Background: an optimization exercise with open tools, aiming at small area and a short achievable clock period. Do not read the settings as production practice.
Where RTL was checked, it was by simulation tests only, not by an equivalence proof against the original.
No activity file was given, so power comes from the tool's default toggle rates.

==> run P: inputs <==
Design rdmx_control, start of the top module:
module rdmx_control (
    input  logic                        clk,
    input  logic                        resetn,
    input  logic [40:0]                 reg_wr,
    output logic                        wr_done,
    output logic [1:0]                  wr_resp,
    input  logic [8:0]                  reg_rd_req,
    output logic [34:0]                 reg_rd,
    input  logic [2:0]                  events,
    input  logic [1:0]                  overflow,
    input  logic [2:0]                  async_status,
    input  logic [514:0]                stream,
    output logic [127:0]                pci,
    output logic                        loopback,
    output logic                        pause_pci,
    output logic                        resetn_out
);
clock: 5.0 ns
lec_check: 0
cap_margin: 20
core_margin: 2
core_utilization: 40
setup_slack_margin: 2.6
slew_margin: 20
synth_hierarchical: 1
synth_minimum_keep_size: 0
standard.sh (not shown) runs the stock make flow with config.mk's settings and CLKGATE_MAP_FILE= SYNTH_SCRIPT=/design/flow/synth_recipe.tcl, a recipe that flattens the netlist after the stock synthesis.
==> flow/flow/run.sh <==
#!/bin/bash
# Standard layout, with every port buffered by the smallest buffer
# instead of the resizer's default pick (a delay cell on sky130hd).
set -euo pipefail
export BUFFER_PORTS_ARGS="-buffer_cell sky130_fd_sc_hd__buf_1"
bash standard.sh > standard_flow.log 2>&1
==> inputs of run X, as changes to run P <==
--- a/flow/design.v
+++ b/flow/design.v
@@ -120,26 +120,27 @@
 `default_nettype wire
 `default_nettype none
 module pkt_counter (
     input  logic        clk,
     input  logic        clr,
     input  logic        ld_h,
     input  logic        ld_l,
     input  logic [31:0] wd,
-    input  logic        en,
+    input  logic        inc,
     output logic [63:0] count
 );
     logic [63:0] count_n;
     wire a_h = !clr && ld_h;
     wire a_l = !clr && ld_l;
     wire b_h = !clr && !ld_h;
     wire b_l = !clr && !ld_l;
     count_next #(.N(8), .ONES(1'b1)) u_next (
-        .en (en),
+        .inc(inc),
+        .ok ({{4{!ld_l}}, {4{!ld_h}}}),
         .a  ({{4{a_h}}, {4{a_l}}}),
         .b  ({{4{b_h}}, {4{b_l}}}),
         .d  ({wd, wd}),
         .q  (count),
         .n  (count_n)
     );
     always_ff @(posedge clk) begin
         count <= count_n;
@@ -148,37 +149,35 @@
 module event_capture (
     input  logic        clk,
     input  logic        clr,
     input  logic [31:0] wd,
     input  logic        w_good_h,
     input  logic        w_good_l,
     input  logic        w_bad_h,
     input  logic        w_bad_l,
-    input  logic        en_good,
-    input  logic        en_bad,
     input  logic [2:0]  events,
     input  logic [2:0]  async_status,
     output logic [63:0] good_count,
     output logic [63:0] bad_count,
     output logic        range_err,
     output logic [2:0]  sync_q
 );
     logic [2:0] sync_meta;
     always_ff @(posedge clk) begin
         sync_meta <= async_status;
         sync_q    <= sync_meta;
     end
     pkt_counter u_good (
         .clk(clk), .clr(clr), .ld_h(w_good_h), .ld_l(w_good_l), .wd(wd),
-        .en(en_good), .count(good_count)
+        .inc(events[2]), .count(good_count)
     );
     pkt_counter u_bad (
         .clk(clk), .clr(clr), .ld_h(w_bad_h), .ld_l(w_bad_l), .wd(wd),
-        .en(en_bad), .count(bad_count)
+        .inc(events[1]), .count(bad_count)
     );
     always_ff @(posedge clk) begin
         range_err <= !clr && (range_err || events[0]);
     end
 endmodule
 `default_nettype wire
 `default_nettype none
 module ld_word #(
@@ -214,69 +213,95 @@
     input  logic b,
     input  logic d,
     input  logic q,
     input  logic g,
     output logic n
 );
     assign n = (a & d) | (b & (q ^ g));
 endmodule
+module and2m (
+    input  logic c,
+    input  logic q,
+    output logic y
+);
+    assign y = c & q;
+endmodule
+module all8 #(
+    parameter bit ONES = 1'b1
+) (
+    input  logic [7:0] q,
+    output logic       all
+);
+    assign all = ONES ? (&q) : ~(|q);
+endmodule
 module prefix8 #(
     parameter bit ONES = 1'b1
 ) (
     input  logic [7:0] q,
-    output logic [7:1] pre,
+    output logic [7:2] pre,
     output logic       all
 );
-    wire [7:0] m = ONES ? q : ~q;
-    always_comb begin
-        logic p;
-        p = m[0];
-        for (int j = 1; j < 8; j++) begin
-            pre[j] = p;
-            p = p & m[j];
+    if (ONES) begin : g_up
+        and2m u_l2 (.c(q[0]), .q(q[1]), .y(pre[2]));
+        genvar j;
+        for (j = 2; j < 7; j++) begin : g_link
+            and2m u_l (.c(pre[j]), .q(q[j]), .y(pre[j+1]));
+        end
+        all8 #(.ONES(1'b1)) u_all (.q(q), .all(all));
+    end else begin : g_down
+        always_comb begin
+            logic p;
+            p = ~q[0];
+            for (int j = 1; j < 8; j++) begin
+                p = p & ~q[j];
+                if (j < 7) pre[j+1] = p;
+            end
+            all = p;
         end
-        all = p;
     end
 endmodule
 module group_en #(
     parameter int N = 8
 ) (
-    input  logic         en,
+    input  logic         inc,
+    input  logic [N-1:0] ok,
     input  logic [N-1:0] all,
     output logic [N-1:0] g
 );
     logic [N-1:0] low;
     always_comb begin
         logic p;
         p = 1'b1;
         for (int k = 0; k < N; k++) begin
             low[k] = p;
             p = p & all[k];
         end
     end
-    assign g = {N{en}} & low;
+    assign g = {N{inc}} & ok & low;
 endmodule
 module count_next #(
     parameter int N    = 8,
     parameter bit ONES = 1'b1
 ) (
-    input  logic           en,
+    input  logic           inc,
+    input  logic [N-1:0]   ok,
     input  logic [N-1:0]   a,
     input  logic [N-1:0]   b,
     input  logic [8*N-1:0] d,
     input  logic [8*N-1:0] q,
     output logic [8*N-1:0] n
 );
     logic [N-1:0]   all, g;
     logic [8*N-1:1] pre;
-    group_en #(.N(N)) u_ge (.en(en), .all(all), .g(g));
+    group_en #(.N(N)) u_ge (.inc(inc), .ok(ok), .all(all), .g(g));
     genvar k, j;
     for (k = 0; k < N; k++) begin : g_grp
-        prefix8 #(.ONES(ONES)) u_p (.q(q[8*k +: 8]), .pre(pre[8*k+1 +: 7]), .all(all[k]));
+        prefix8 #(.ONES(ONES)) u_p (.q(q[8*k +: 8]), .pre(pre[8*k+2 +: 6]), .all(all[k]));
+        assign pre[8*k+1] = ONES ? q[8*k] : ~q[8*k];
         step_bit0 u_s0 (
             .a(a[k]), .b(b[k]), .d(d[8*k]), .q(q[8*k]), .g(g[k]), .n(n[8*k])
         );
         logic [7:1] t_n;
         tgate8 u_t (.g(g[k]), .pre(pre[8*k+1 +: 7]), .t_n(t_n));
         for (j = 1; j < 8; j++) begin : g_bit
             step_bitn u_s (
                 .a(a[k]), .b(b[k]), .d(d[8*k+j]), .q(q[8*k+j]), .t_n(t_n[j]), .n(n[8*k+j])
@@ -319,17 +344,18 @@
     end
     assign pci = pci_q;
     always_ff @(posedge clk) begin
         if (!resetn)     loopback <= 1'b0;
         else if (w_loop) loopback <= wd[0];
     end
     logic [31:0] pause_count, pause_n;
     count_next #(.N(4), .ONES(1'b0)) u_pause (
-        .en (pause_pci),
+        .inc(pause_pci),
+        .ok ({4{~w_pause}}),
         .a  ({4{resetn & w_pause}}),
         .b  ({4{resetn & ~w_pause}}),
         .d  (wd),
         .q  (pause_count),
         .n  (pause_n)
     );
     always_ff @(posedge clk) begin
         pause_count <= pause_n;
@@ -406,16 +432,60 @@
 module rd_bit (
     input  logic [7:0] sel,
     input  logic [7:0] d,
     output logic       x
 );
     assign x = |(sel & d);
 endmodule
 `default_nettype none
+module pd_hi (
+    input  logic [3:0] x,
+    output logic       is0,
+    output logic       is2
+);
+    assign is0 = (x == 4'h0);
+    assign is2 = (x == 4'h2);
+endmodule
+module pd_mid (
+    input  logic [1:0] x,
+    output logic [3:0] y
+);
+    assign y = 4'b0001 << x;
+endmodule
+module pd_lo (
+    input  logic       v,
+    input  logic [1:0] x,
+    output logic [3:0] y
+);
+    assign y = {4{v}} & (4'b0001 << x);
+endmodule
+module and3m (
+    input  logic [2:0] x,
+    output logic       y
+);
+    assign y = &x;
+endmodule
+module wr_dec (
+    input  logic        wv,
+    input  logic [7:0]  wi,
+    output logic [11:0] w
+);
+    logic       h0, h2;
+    logic [3:0] m, l;
+    pd_hi  u_h (.x(wi[7:4]), .is0(h0), .is2(h2));
+    pd_mid u_m (.x(wi[3:2]), .y(m));
+    pd_lo  u_l (.v(wv), .x(wi[1:0]), .y(l));
+    genvar k;
+    for (k = 0; k < 10; k++) begin : g_w
+        and3m u_a (.x({h0, m[(k + 2) >> 2], l[(k + 2) & 3]}), .y(w[k]));
+    end
+    and3m u_a34 (.x({h2, m[0], l[2]}), .y(w[10]));
+    and3m u_a35 (.x({h2, m[0], l[3]}), .y(w[11]));
+endmodule
 module rdmx_control (
     input  logic                        clk,
     input  logic                        resetn,
     input  logic [40:0]                 reg_wr,
     output logic                        wr_done,
     output logic [1:0]                  wr_resp,
     input  logic [8:0]                  reg_rd_req,
     output logic [34:0]                 reg_rd,
@@ -426,34 +496,23 @@
     output logic [127:0]                pci,
     output logic                        loopback,
     output logic                        pause_pci,
     output logic                        resetn_out
 );
     wire        wv = reg_wr[40];
     wire [7:0]  wi = reg_wr[39:32];
     wire [31:0] wd = reg_wr[31:0];
-    wire        whi0 = wv && (wi[7:4] == 4'h0);
-    wire        whi2 = wv && (wi[7:4] == 4'h2);
-    logic [15:0] wlo;
-    always_comb begin
-        for (int k = 0; k < 16; k++) wlo[k] = (wi[3:0] == 4'(k));
-    end
-    wire w_good_h = whi0 && wlo[2];
-    wire w_good_l = whi0 && wlo[3];
-    wire w_bad_h  = whi0 && wlo[4];
-    wire w_bad_l  = whi0 && wlo[5];
-    wire w_base_h = whi0 && wlo[6];
-    wire w_base_l = whi0 && wlo[7];
-    wire w_size_h = whi0 && wlo[8];
-    wire w_size_l = whi0 && wlo[9];
-    wire w_reset  = whi0 && wlo[10];
-    wire w_clear  = whi0 && wlo[11];
-    wire w_loop   = whi2 && wlo[2];
-    wire w_pause  = whi2 && wlo[3];
+    logic w_good_h, w_good_l, w_bad_h, w_bad_l, w_base_h, w_base_l;
+    logic w_size_h, w_size_l, w_reset, w_clear, w_loop, w_pause;
+    wr_dec u_wr_dec (
+        .wv(wv), .wi(wi),
+        .w({w_pause, w_loop, w_clear, w_reset, w_size_l, w_size_h,
+            w_base_l, w_base_h, w_bad_l, w_bad_h, w_good_l, w_good_h})
+    );
     wire wr_ok = ((wi[7:4] == 4'h0) && (wi[3:0] >= 4'd2) && (wi[3:0] <= 4'd11))
               || ((wi[7:4] == 4'h2) && (wi[3:1] == 3'd1));
     logic wr_err;
     always_ff @(posedge clk) begin
         wr_done <= resetn && wv;
         wr_err  <= !wr_ok;
     end
     assign wr_resp = {wr_err, wr_err};
@@ -482,18 +541,16 @@
     event_capture u_event_capture (
         .clk          (clk),
         .clr          (clr),
         .wd           (wd),
         .w_good_h     (w_good_h),
         .w_good_l     (w_good_l),
         .w_bad_h      (w_bad_h),
         .w_bad_l      (w_bad_l),
-        .en_good      (events[2] && !(wv && (wi[7:1] == 7'd1))),
-        .en_bad       (events[1] && !(wv && (wi[7:1] == 7'd2))),
         .events       (events),
         .async_status (async_status),
         .good_count   (good_count),
         .bad_count    (bad_count),
         .range_err    (range_err),
         .sync_q       (sync_q)
     );
     seq_check u_seq_check (
CTS_BUF_LIST = sky130_fd_sc_hd__clkbuf_8   (was default)
CTS_CLUSTER_DIAMETER = 60   (was default)
CTS_CLUSTER_SIZE = 14   (was default)
SETUP_SLACK_MARGIN = 2.8   (was 2.6)
==> notes.md <==
- Against run P, the global-route usage of run X is higher by 1.7 points.
- Of run P and run X, run P has the higher final cell count (gap about 3.3%, measured against run X).
- Against run P, the fmax of run X is higher by 3.8%.
- Between run P and run X, the lower register-to-register slack is in run P (gap 0.21 ns).
- Between run P and run X, the lower total power is in run X (gap about 18%, measured against run X).
- Against run P, the utilization of run X is higher by 0.61 points.
- Sequential power is about the same in run P and run X.
- Between run P and run X, the lower die area is in run X (gap about 2%, measured against run X).
- Between run P and run X, the lower routed wire length is in run P (gap 6.7%, measured against run X).
Only the layout flow was run in run P; the RTL was not checked for function there.

[separate check: timing with driven ports]
The results above use ideal ports. As a check the final layouts listed here were re-extracted and re-timed, cells and wires unchanged. Step 1: set_driving_cell puts a clkbuf_16 on clk and a buf_2 on each other input, an assumption about the parent block. Step 2 times the ports against the registers' clock, not the clock port: input delays grow and output delays shrink by t, the midpoint of the rising clock arrivals with the driver on. Slacks: no drivers / after step 1 / after step 2; pairs: no drivers / after step 1.
run | t, ns | slack for setup (ns) | hold WS [ns] | worst setup path after step 2
run P | 0.619 | 2.539 / 2.542 / 1.934 | 0.325 / 0.325 / 0.325 | input to register
run X | 0.649 | 2.630 / 2.564 / 2.055 | 0.332 / 0.332 / 0.332 | input to register
After both steps every run listed still meets setup and hold. The setup slack of run P, which loses most, moves by +0.003 ns with the drivers and by -0.605 ns with both steps.
